This design comes from an exercise in tuning for small area, a short achievable clock period and few clock cycles per item on the open sky130 flow, not from production work. Only simulation tests tie the RTL to the original design; equivalence was not proved. Power figures rest on the tool's default switching activity, not on a simulated workload.

## job 101
==> flow/design.v (excerpt) <==
module mains_rms_and_frequency_monitor #(
    parameter int WINDOW_BITS = 10
) (
    input  logic                aclk,
    input  logic                aresetn,
    input  logic                s_valid,
    output logic                s_ready,
    input  logic [SAMPLE_W-1:0] s_sample_mv,
    input  logic                s_sample_valid,
    output logic                m_valid,
    input  logic                m_ready,
    output logic [THR_W-1:0]    m_rms_volts_q8,
    output logic                m_blackout,
    output logic                m_surge,
    output logic [FREQ_W-1:0]   m_frequency_centihz,
    input  logic                psel,
    input  logic                penable,
    input  logic                pwrite,
    input  logic [APB_AW-1:0]   paddr,
    input  logic [APB_DW-1:0]   pwdata,
    output logic [APB_DW-1:0]   prdata,
    output logic                pready
);
    logic [SAMPLE_W-1:0] offset_reg;
    logic [GAIN_W-1:0]   gain_reg;
    logic [THR_W-1:0]    low_thr_reg;
    logic [THR_W-1:0]    high_thr_reg;
  ...
Size: about 3300 cells after synthesis, about 140 I/O pins.
==> flow/config.mk <==
export PLATFORM = sky130hd
export DESIGN_NAME = mains_rms_and_frequency_monitor
export DESIGN_NICKNAME = mains_rms_and_frequency_monitor
export VERILOG_FILES = /design/flow/design.v
export SDC_FILE = /design/flow/constraint.sdc
export NUM_CORES = 4
export LEC_CHECK = 0
export CAP_MARGIN = 20
export CORE_MARGIN = 2
export CORE_UTILIZATION = 40
export SLEW_MARGIN = 20
==> flow/constraint.sdc <==
create_clock -name core_clock -period 10.0 [get_ports {aclk}]
set_input_delay 2.0000 -clock core_clock [delete_from_list [all_inputs] [get_ports {aclk}]]
set_output_delay 2.0000 -clock core_clock [all_outputs]
set_load 0.01 [all_outputs]
standard.sh (not shown) runs the stock make flow with config.mk's settings and CLKGATE_MAP_FILE= SYNTH_SCRIPT=/design/flow/synth_recipe.tcl, a recipe that flattens the netlist after the stock synthesis.
==> flow/flow/run.sh <==
#!/bin/bash
# Standard layout; repair_timing aims for a tighter setup margin and the
# ports get buf_4 buffers. Tool output goes to standard.log.
set -euo pipefail
export SETUP_SLACK_MARGIN=7.0
export BUFFER_PORTS_ARGS="-buffer_cell sky130_fd_sc_hd__buf_4"
bash standard.sh > standard.log 2>&1
The final layout from job 101, which completed every stage, passed the timing, DRC and antenna checks at the end of the flow.
Testbench counts of job 101, summed over its fixed seeds: cycles 20,420, items 19,252.
Input changes introduced in job 102 (baseline for comparison: job 101):
--- a/flow/flow/run.sh
+++ b/flow/flow/run.sh
@@ -4,3 +4,3 @@
 set -euo pipefail
-export SETUP_SLACK_MARGIN=7.0
+export SETUP_SLACK_MARGIN=7.5
 export BUFFER_PORTS_ARGS="-buffer_cell sky130_fd_sc_hd__buf_4"
==> comparison <==
First-pass GRT wire length: higher on job 102
Summary of job 102 over job 101: area used by sequential logic in the layout increased by about 0.7% relative to the old numbers; part of the cycle the worst path needs decreased by 0.52 points relative to the old numbers.

Another version of the RTL of mains_rms_and_frequency_monitor (not shown whole).
Size in the first run: roughly 480 flip-flops, about 140 I/O pins, ~28000 um^2 of cells after synthesis.
export LEC_CHECK = 0
export CAP_MARGIN = 20
export CORE_MARGIN = 2
export CORE_UTILIZATION = 40
export SLEW_MARGIN = 20
create_clock -name core_clock -period 10.0 [get_ports {aclk}]
==> flow/flow/run.sh <==
#!/bin/bash
# Standard layout; repair_timing aims for a tighter setup margin and the
# ports get buf_1 buffers. Tool output goes to standard.log.
set -euo pipefail
export SETUP_SLACK_MARGIN=6.5
export BUFFER_PORTS_ARGS="-buffer_cell sky130_fd_sc_hd__buf_1"
bash standard.sh > standard.log 2>&1
The baseline finished clean.
Testbench counts at the start, summed over its fixed seeds: cycles 20,452, items 19,252.
Rerun with:
==> flow/flow/run.sh (replaced) <==
#!/bin/bash
# Standard layout; repair_timing aims for a tighter setup margin, the ports
# get buf_2 buffers. Tool output goes to standard.log.
set -euo pipefail
export SETUP_SLACK_MARGIN=6.5
export BUFFER_PORTS_ARGS="-buffer_cell sky130_fd_sc_hd__buf_2"

bash standard.sh > standard.log 2>&1
Settings changed: CORE_UTILIZATION 40 to 55.
Register-to-register slack degrades by 0.05 ns.
Final area stays flat.
Utilization rose by 17 points.
Power came out higher by 1.2%.
Global-route usage climbs by 8.1 points.
Clock power went up by about 2%.
Maximum frequency barely changes.
Worst hold slack gets worse by 0.0034 ns.
Wire length climbs by 1.3%.
Via count is higher by 2.5%.
Worst setup slack improves by 0.0047 ns.
Rerun with:
==> flow/flow/run.sh (replaced) <==
#!/bin/bash
# Standard layout; repair_timing aims for a tighter setup margin and the
# ports get buf_4 buffers. Tool output goes to standard.log.
set -euo pipefail
export SETUP_SLACK_MARGIN=7.0
export BUFFER_PORTS_ARGS="-buffer_cell sky130_fd_sc_hd__buf_4"
bash standard.sh > standard.log 2>&1
Settings changed: CORE_UTILIZATION 55 to 40.
Result: Hold slack barely changes; clock-buffer cell count went down by 2; die area goes up by 37%; total power came out lower by 0.99%; cell area rises by 9.7%; non-clock buffer count is higher by 126; core utilization is lower by 13 points; area after synthesis stays the same.
Rerun with:
==> flow/flow/run.sh (replaced) <==
#!/bin/bash
# Standard layout; repair_timing aims for a tighter setup margin and the
# ports get buf_2 buffers. Tool output goes to standard.log.
set -euo pipefail
export SETUP_SLACK_MARGIN=6.0
export BUFFER_PORTS_ARGS="-buffer_cell sky130_fd_sc_hd__buf_2"
bash standard.sh > standard.log 2>&1
The changed run passed the timing, DRC and antenna checks.
Sequential share of layout area rises by 2.7 points.
Flip-flop and latch count does not change.
Synthesized cell count does not change.
Power went down by 4.3%.
Routed wire length falls by 8.3%.
Worst hold slack hardly moves.
Cell area came out lower by 9.6%.
Final cell count came out lower by 3.1%.
Setup slack got worse by 0.47 ns.
Register-to-register slack degrades by 0.47 ns.
Critical path depth falls by 2.

Setup of ember:
Another version of the RTL of mains_rms_and_frequency_monitor (not shown whole).
Size: about 480 flip-flops, roughly 140 I/O pins, roughly 0.028 mm² of cells after synthesis.
// mains_rms_and_frequency_monitor
module mains_rms_and_frequency_monitor #(
    parameter int WINDOW_BITS = 10
) (
    input  logic                aclk,
    input  logic                aresetn,
    input  logic                s_valid,
    output logic                s_ready,
    input  logic [SAMPLE_W-1:0] s_sample_mv,
    input  logic                s_sample_valid,
    output logic                m_valid,
    input  logic                m_ready,
    output logic [THR_W-1:0]    m_rms_volts_q8,
    output logic                m_blackout,
    output logic                m_surge,
    output logic [FREQ_W-1:0]   m_frequency_centihz,
    input  logic                psel,
    input  logic                penable,
    input  logic                pwrite,
    input  logic [APB_AW-1:0]   paddr,
    input  logic [APB_DW-1:0]   pwdata,
    output logic [APB_DW-1:0]   prdata,
    output logic                pready
);
    logic [SAMPLE_W-1:0] offset_reg;
    logic [GAIN_W-1:0]   gain_reg;
    logic [THR_W-1:0]    low_thr_reg;
    logic [THR_W-1:0]    high_thr_reg;
    logic [WLEN_W-1:0]   win_len_reg;
    logic [RATE_W-1:0]   rate_reg;
    logic [MINP_W-1:0]   min_per_reg;
    logic                cfg_wr;
    assign cfg_wr = psel && penable && pwrite;
    assign pready = 1'b1;
    always_ff @(posedge aclk) begin
        if (!aresetn) begin
            offset_reg   <= OFFSET_RST;
            gain_reg     <= GAIN_RST;
            low_thr_reg  <= LOW_THR_RST;
            high_thr_reg <= HIGH_THR_RST;
  ...
Settings: LEC_CHECK=0, CAP_MARGIN=20, CORE_MARGIN=2, CORE_UTILIZATION=40, SLEW_MARGIN=20; clock period 10.0 ns.
==> flow/flow/run.sh <==
#!/bin/bash
# Standard layout; repair_timing aims for a tighter setup margin and the
# ports get buf_2 buffers. Tool output goes to standard.log.
set -euo pipefail
export SETUP_SLACK_MARGIN=6.8
export BUFFER_PORTS_ARGS="-buffer_cell sky130_fd_sc_hd__buf_2"
bash standard.sh > standard.log 2>&1
Testbench counts of ember, summed over its fixed seeds: cycles 20,452, items 19,252.
Edits applied to the flow inputs when going from ember to lagoon:
Settings: setting ABC_AREA to 1 for the first time; changing CORE_UTILIZATION from 40 to 55.
==> flow/flow/run.sh <==
#!/bin/bash
# Standard layout; repair_timing aims for a tighter setup margin, the ports
# get buf_2 buffers and the clock tree gets no dummy loads. Tool output goes to standard.log.
set -euo pipefail
export SETUP_SLACK_MARGIN=6.8
export BUFFER_PORTS_ARGS="-buffer_cell sky130_fd_sc_hd__buf_2"
export CTS_ARGS="-sink_clustering_enable -repair_clock_nets -dont_use_dummy_load"
bash standard.sh > standard.log 2>&1
--- outcome ---
- ember → lagoon: transition at the pin with the smallest max-transition slack went up; sequential share of layout area went up; initial antenna violation count went down; post-layout minimum cycle time went down.
- Diff ember -> lagoon: total power decreased by about 12% relative to the old numbers, wire length went down by 4.3%, clock power now sits lower, post-layout instance count excluding filler cells grew by 5.3%, wire length of the first global-routing pass -about 2%.
- Every run in the comparison, ember and lagoon, completed the flow with a clean layout.
- Diff ember and lagoon: period utilization lower in lagoon
--- input diff lagoon..harbor ---
Settings: swapping 55 for 65 in CORE_UTILIZATION.
Findings:
- For area taken by multi-input logic gates, lagoon and harbor come out practically identical.
- harbor against lagoon; wire length the detailed router placed on met1 is down by a little under 10%.
- When the final numbers for lagoon and harbor were put side by side, the vertical extent of the die turned out to be greater in lagoon.
- harbor reached the end of the flow, and the finished layout is clean on the timing, DRC and antenna checks.
- Comparing lagoon and harbor, the higher final area is on lagoon.
Here is what was changed in the inputs of xenon compared with harbor.
Settings: swapping 65 for 40 in CORE_UTILIZATION.
==> flow/flow/run.sh <==
#!/bin/bash
# Standard layout; repair_timing aims for a tighter setup margin and the
# ports get buf_2 buffers. Tool output goes to standard.log.
set -euo pipefail
export SETUP_SLACK_MARGIN=6.8
export BUFFER_PORTS_ARGS="-buffer_cell sky130_fd_sc_hd__buf_2"
bash standard.sh > standard.log 2>&1
==> results.txt <==
Diff xenon..harbor | worst hold margin | negligible. harbor has lower standard cell area after detailed placement than xenon. Changes observed in xenon relative to harbor: worst setup slack after layout has decreased, share of the core filled with cells has decreased, part of the total power dissipated in combinational logic has decreased, non-clock buffer count has increased. harbor vs xenon, main power-consuming group: sequential cells vs clock. Looking at critical path startpoint, the out_su$_DFFE_PP_ result is from xenon; the root[22]$_SDFF_PP1_ one comes from harbor.
Edits applied to the flow inputs when going from xenon to nickel:
==> flow/flow/run.sh <==
#!/bin/bash
# Standard layout; repair_timing aims for a tighter setup margin, the ports
# get buf_2 buffers and the clock tree gets no dummy loads. Tool output goes to standard.log.
set -euo pipefail
export SETUP_SLACK_MARGIN=6.6
export BUFFER_PORTS_ARGS="-buffer_cell sky130_fd_sc_hd__buf_2"
export CTS_ARGS="-sink_clustering_enable -repair_clock_nets -dont_use_dummy_load"
bash standard.sh > standard.log 2>&1
## What came out
Clock network power share ends up higher on xenon.
Compared to xenon, nickel has worst setup slack 100 ps lower.
Diff xenon..nickel | area after synthesis | unchanged
nickel: maximum clock rate lower than xenon
nickel ended up with out_valid$_SDFFE_PP0P_ as its first element of the critical path; xenon ended up with out_su$_DFFE_PP_.

Another version of the RTL of mains_rms_and_frequency_monitor (not shown whole).
For scale: ~3400 cells after synthesis, ~0.029 mm2 of cells after synthesis.
export LEC_CHECK = 0
export CAP_MARGIN = 20
export CORE_MARGIN = 2
export CORE_UTILIZATION = 40
export SLEW_MARGIN = 20
create_clock -name core_clock -period 10.0 [get_ports {aclk}]
==> flow/flow/run.sh <==
#!/bin/bash
# Standard layout; repair_timing aims for a tighter setup margin and the
# ports get buf_4 buffers. Tool output goes to standard.log.
set -euo pipefail
export SETUP_SLACK_MARGIN=5.5
export BUFFER_PORTS_ARGS="-buffer_cell sky130_fd_sc_hd__buf_4"
bash standard.sh > standard.log 2>&1
The starting point finished with timing, DRC and antenna clean.
Testbench counts at the start, summed over its fixed seeds: cycles 20,420, items 19,252.
Next try:
--- a/flow/flow/run.sh
+++ b/flow/flow/run.sh
@@ -4,3 +4,3 @@
 set -euo pipefail
-export SETUP_SLACK_MARGIN=5.5
+export SETUP_SLACK_MARGIN=6.5
 export BUFFER_PORTS_ARGS="-buffer_cell sky130_fd_sc_hd__buf_4"
=> First-iteration DRC count increases by about 1.9%; critical path depth increases by 1; utilization increases by 1.1 points; total power stays flat; area after synthesis does not change; wire length came out higher by 2.7%; worst setup slack improves by 540 ps; design area came out higher by 2.4%.

RTL: one of the versions met above, not the one the previous note started from.
Size in the first run: ~480 flip-flops, roughly 140 I/O pins, about 28,000 um^2 of cells after synthesis.
==> flow/config.mk <==
export PLATFORM = sky130hd
export DESIGN_NAME = mains_rms_and_frequency_monitor
export DESIGN_NICKNAME = mains_rms_and_frequency_monitor
export VERILOG_FILES = /design/flow/design.v
export SDC_FILE = /design/flow/constraint.sdc
export NUM_CORES = 4
export LEC_CHECK = 0
export CAP_MARGIN = 20
export CORE_MARGIN = 2
export CORE_UTILIZATION = 40
export SLEW_MARGIN = 20
==> flow/constraint.sdc <==
create_clock -name core_clock -period 10.0 [get_ports {aclk}]
set_input_delay 2.0000 -clock core_clock [delete_from_list [all_inputs] [get_ports {aclk}]]
set_output_delay 2.0000 -clock core_clock [all_outputs]
set_load 0.01 [all_outputs]
==> flow/flow/run.sh <==
#!/bin/bash
# Standard layout; repair_timing aims for a tighter setup margin and the
# ports get buf_2 buffers. Tool output goes to standard.log.
set -euo pipefail
export SETUP_SLACK_MARGIN=6.5
export BUFFER_PORTS_ARGS="-buffer_cell sky130_fd_sc_hd__buf_2"
bash standard.sh > standard.log 2>&1
Testbench counts at the start, summed over its fixed seeds: cycles 20,452, items 19,252.
Edit:
==> flow/flow/run.sh (replaced) <==
#!/bin/bash
# Standard layout; repair_timing aims for a tighter setup margin, the ports
# get buf_2 buffers and the clock tree gets no dummy loads. Tool output goes to standard.log.
set -euo pipefail
export SETUP_SLACK_MARGIN=6.5
export BUFFER_PORTS_ARGS="-buffer_cell sky130_fd_sc_hd__buf_2"
export CTS_ARGS="-sink_clustering_enable -repair_clock_nets -dont_use_dummy_load"
bash standard.sh > standard.log 2>&1
=> The new run went through all stages and came out clean. Routed wire length falls slightly. Global-route usage stays flat. Area after synthesis does not change. Worst setup slack degrades by 51 ps. Non-clock buffer count rises by 1. Design area falls slightly. Maximum frequency shrinks slightly. Clock-buffer cell count came out lower by 28. Hold slack is about the same. Clock power decreases by about a fifth. Power is lower by roughly a tenth.

RTL: one of the versions met above, not the one the previous note started from.
Size in the first run: ~480 flip-flops, ~140 I/O pins.
clock: 10.0 ns
lec_check: 0
abc_area: 1
cap_margin: 20
core_margin: 2
core_utilization: 40
slew_margin: 20
==> flow/flow/run.sh <==
#!/bin/bash
# Standard layout; repair_timing aims for a tighter setup margin and the
# ports get buf_2 buffers. Tool output goes to standard.log.
set -euo pipefail
export SETUP_SLACK_MARGIN=7.0
export BUFFER_PORTS_ARGS="-buffer_cell sky130_fd_sc_hd__buf_2"
bash standard.sh > standard.log 2>&1
Testbench counts at the start, summed over its fixed seeds: cycles 20,452, items 19,252.
Edit:
==> flow/flow/run.sh (replaced) <==
#!/bin/bash
# Standard layout; repair_timing aims for a tighter setup margin, the ports
# get buf_2 buffers and the clock tree gets no dummy loads. Tool output goes to standard.log.
set -euo pipefail
export SETUP_SLACK_MARGIN=7.0
export BUFFER_PORTS_ARGS="-buffer_cell sky130_fd_sc_hd__buf_2"
export CTS_ARGS="-sink_clustering_enable -repair_clock_nets -dont_use_dummy_load"
bash standard.sh > standard.log 2>&1
--- a/flow/config.mk
+++ b/flow/config.mk
@@ -10,3 +10,3 @@
 export CORE_MARGIN = 2
-export CORE_UTILIZATION = 40
+export CORE_UTILIZATION = 55
 export SLEW_MARGIN = 20
Non-clock buffer count falls by 15. Setup slack got worse by 0.0037 ns. Synthesized area is unchanged. Combinational power rose by a few percent. Sequential share of layout area goes up by 1.0 points. Routed wire length fell slightly. Cell count decreases by a few percent.
Edit:
==> flow/flow/run.sh (replaced) <==
#!/bin/bash
# Standard layout; repair_timing aims for a tighter setup margin and the
# ports get buf_2 buffers. Tool output goes to standard.log.
set -euo pipefail
export SETUP_SLACK_MARGIN=6.5
export BUFFER_PORTS_ARGS="-buffer_cell sky130_fd_sc_hd__buf_2"
bash standard.sh > standard.log 2>&1
--- a/flow/config.mk
+++ b/flow/config.mk
@@ -7,6 +7,5 @@
 export LEC_CHECK = 0
-export ABC_AREA = 1
 export CAP_MARGIN = 20
 export CORE_MARGIN = 2
-export CORE_UTILIZATION = 55
+export CORE_UTILIZATION = 40
 export SLEW_MARGIN = 20
After rerunning: The changed run produced a clean layout. First-iteration DRC count came out lower by 27%. Routed wire length decreases by 6.0%. Synthesized area goes down by 1.3%.
Edit:
==> flow/flow/run.sh (replaced) <==
#!/bin/bash
# Standard layout; repair_timing aims for a tighter setup margin, the ports
# get buf_2 buffers and the clock tree gets no dummy loads. Tool output goes to standard.log.
set -euo pipefail
export SETUP_SLACK_MARGIN=6.8
export BUFFER_PORTS_ARGS="-buffer_cell sky130_fd_sc_hd__buf_2"
export CTS_ARGS="-sink_clustering_enable -repair_clock_nets -dont_use_dummy_load"
bash standard.sh > standard.log 2>&1
Outcome: Core utilization is higher by 0.98 points. Synthesized area stays the same. Worst hold slack hardly moves. Via count goes up by about 2%.
Edit:
--- a/flow/config.mk
+++ b/flow/config.mk
@@ -7,2 +7,3 @@
 export LEC_CHECK = 0
+export ABC_AREA = 1
 export CAP_MARGIN = 20
Result: Combinational power came out lower by 17%. Setup slack improves by 0.075 ns. Clock power stays flat. Clock-buffer cell count came out higher by 1. Final area hardly moves. Power came out lower by 1.5%. Final cell count came out higher by 13%. First-iteration DRC count stays flat.

re-timing with driven ports:
How much do the figures lean on ideal ports? The routed layouts below were timed once more, with nothing changed but the port constraints.
Step 1 assumes that a clkbuf_16 drives the clock port and a buf_2 every other input.
Step 2, shift: input delay + t, output delay - t, t = (earliest + latest rising clock arrival at the registers) / 2. This alone moves slack from input paths to output paths.
Three values: ideal, step 1, step 2; two values: the first two.
run | t (ns) | setup WS [ns] | worst setup path at the end | worst slew at a driven data input, ns | pins driven straight from the clock port
job 101 | 0.673 | 6.575 / 6.575 / 6.406 | input to register | 0.11 | 1
job 102 | 0.669 | 6.627 / 6.627 / 6.479 | input to register | 0.31 | 1
the first run of note 2 | 0.667 | 6.586 / 6.528 / 5.957 | input to register | 0.09 | 1
the second run of note 2 | 0.660 | 6.591 / 6.557 / 5.937 | input to register | 0.08 | 1
the third run of note 2 | 0.691 | 6.702 / 6.664 / 6.274 | input to register | 0.09 | 1
the fourth run of note 2 | 0.665 | 6.233 / 6.233 / 5.680 | input to register | 0.10 | 1
ember | 0.679 | 6.675 / 6.607 / 6.280 | input to register | 0.17 | 1
lagoon | 0.654 | 6.796 / 6.734 / 6.225 | input to register | 0.07 | 1
harbor | 0.648 | 6.814 / 6.752 / 6.214 | input to register | 0.07 | 1
xenon | 0.686 | 6.733 / 6.674 / 6.211 | input to register | 0.09 | 1
nickel | 0.666 | 6.633 / 6.571 / 6.006 | input to register | 0.08 | 1
the first run of note 4 | 0.667 | 5.730 / 5.664 / 5.223 | input to register | 0.05 | 1
the second run of note 4 | 0.677 | 6.270 / 6.207 / 5.905 | input to register | 0.11 | 1
the first run of note 5 | 0.675 | 6.571 / 6.516 / 5.936 | input to register | 0.08 | 1
the second run of note 5 | 0.657 | 6.519 / 6.524 / 5.905 | input to register | 0.07 | 1
the first run of note 6 | 0.680 | 6.788 / 6.729 / 6.270 | input to register | 0.07 | 1
the second run of note 6 | 0.657 | 6.785 / 6.719 / 6.289 | input to register | 0.06 | 1
the third run of note 6 | 0.680 | 6.576 / 6.512 / 5.870 | input to register | 0.09 | 1
the fourth run of note 6 | 0.655 | 6.698 / 6.634 / 6.258 | input to register | 0.15 | 1
the fifth run of note 6 | 0.658 | 6.773 / 6.713 / 6.247 | input to register | 0.09 | 1
After both steps every run listed still meets setup and hold. The setup slack of the third run of note 6, which loses most, moves by -0.064 ns with the drivers and by -0.706 ns with both steps.
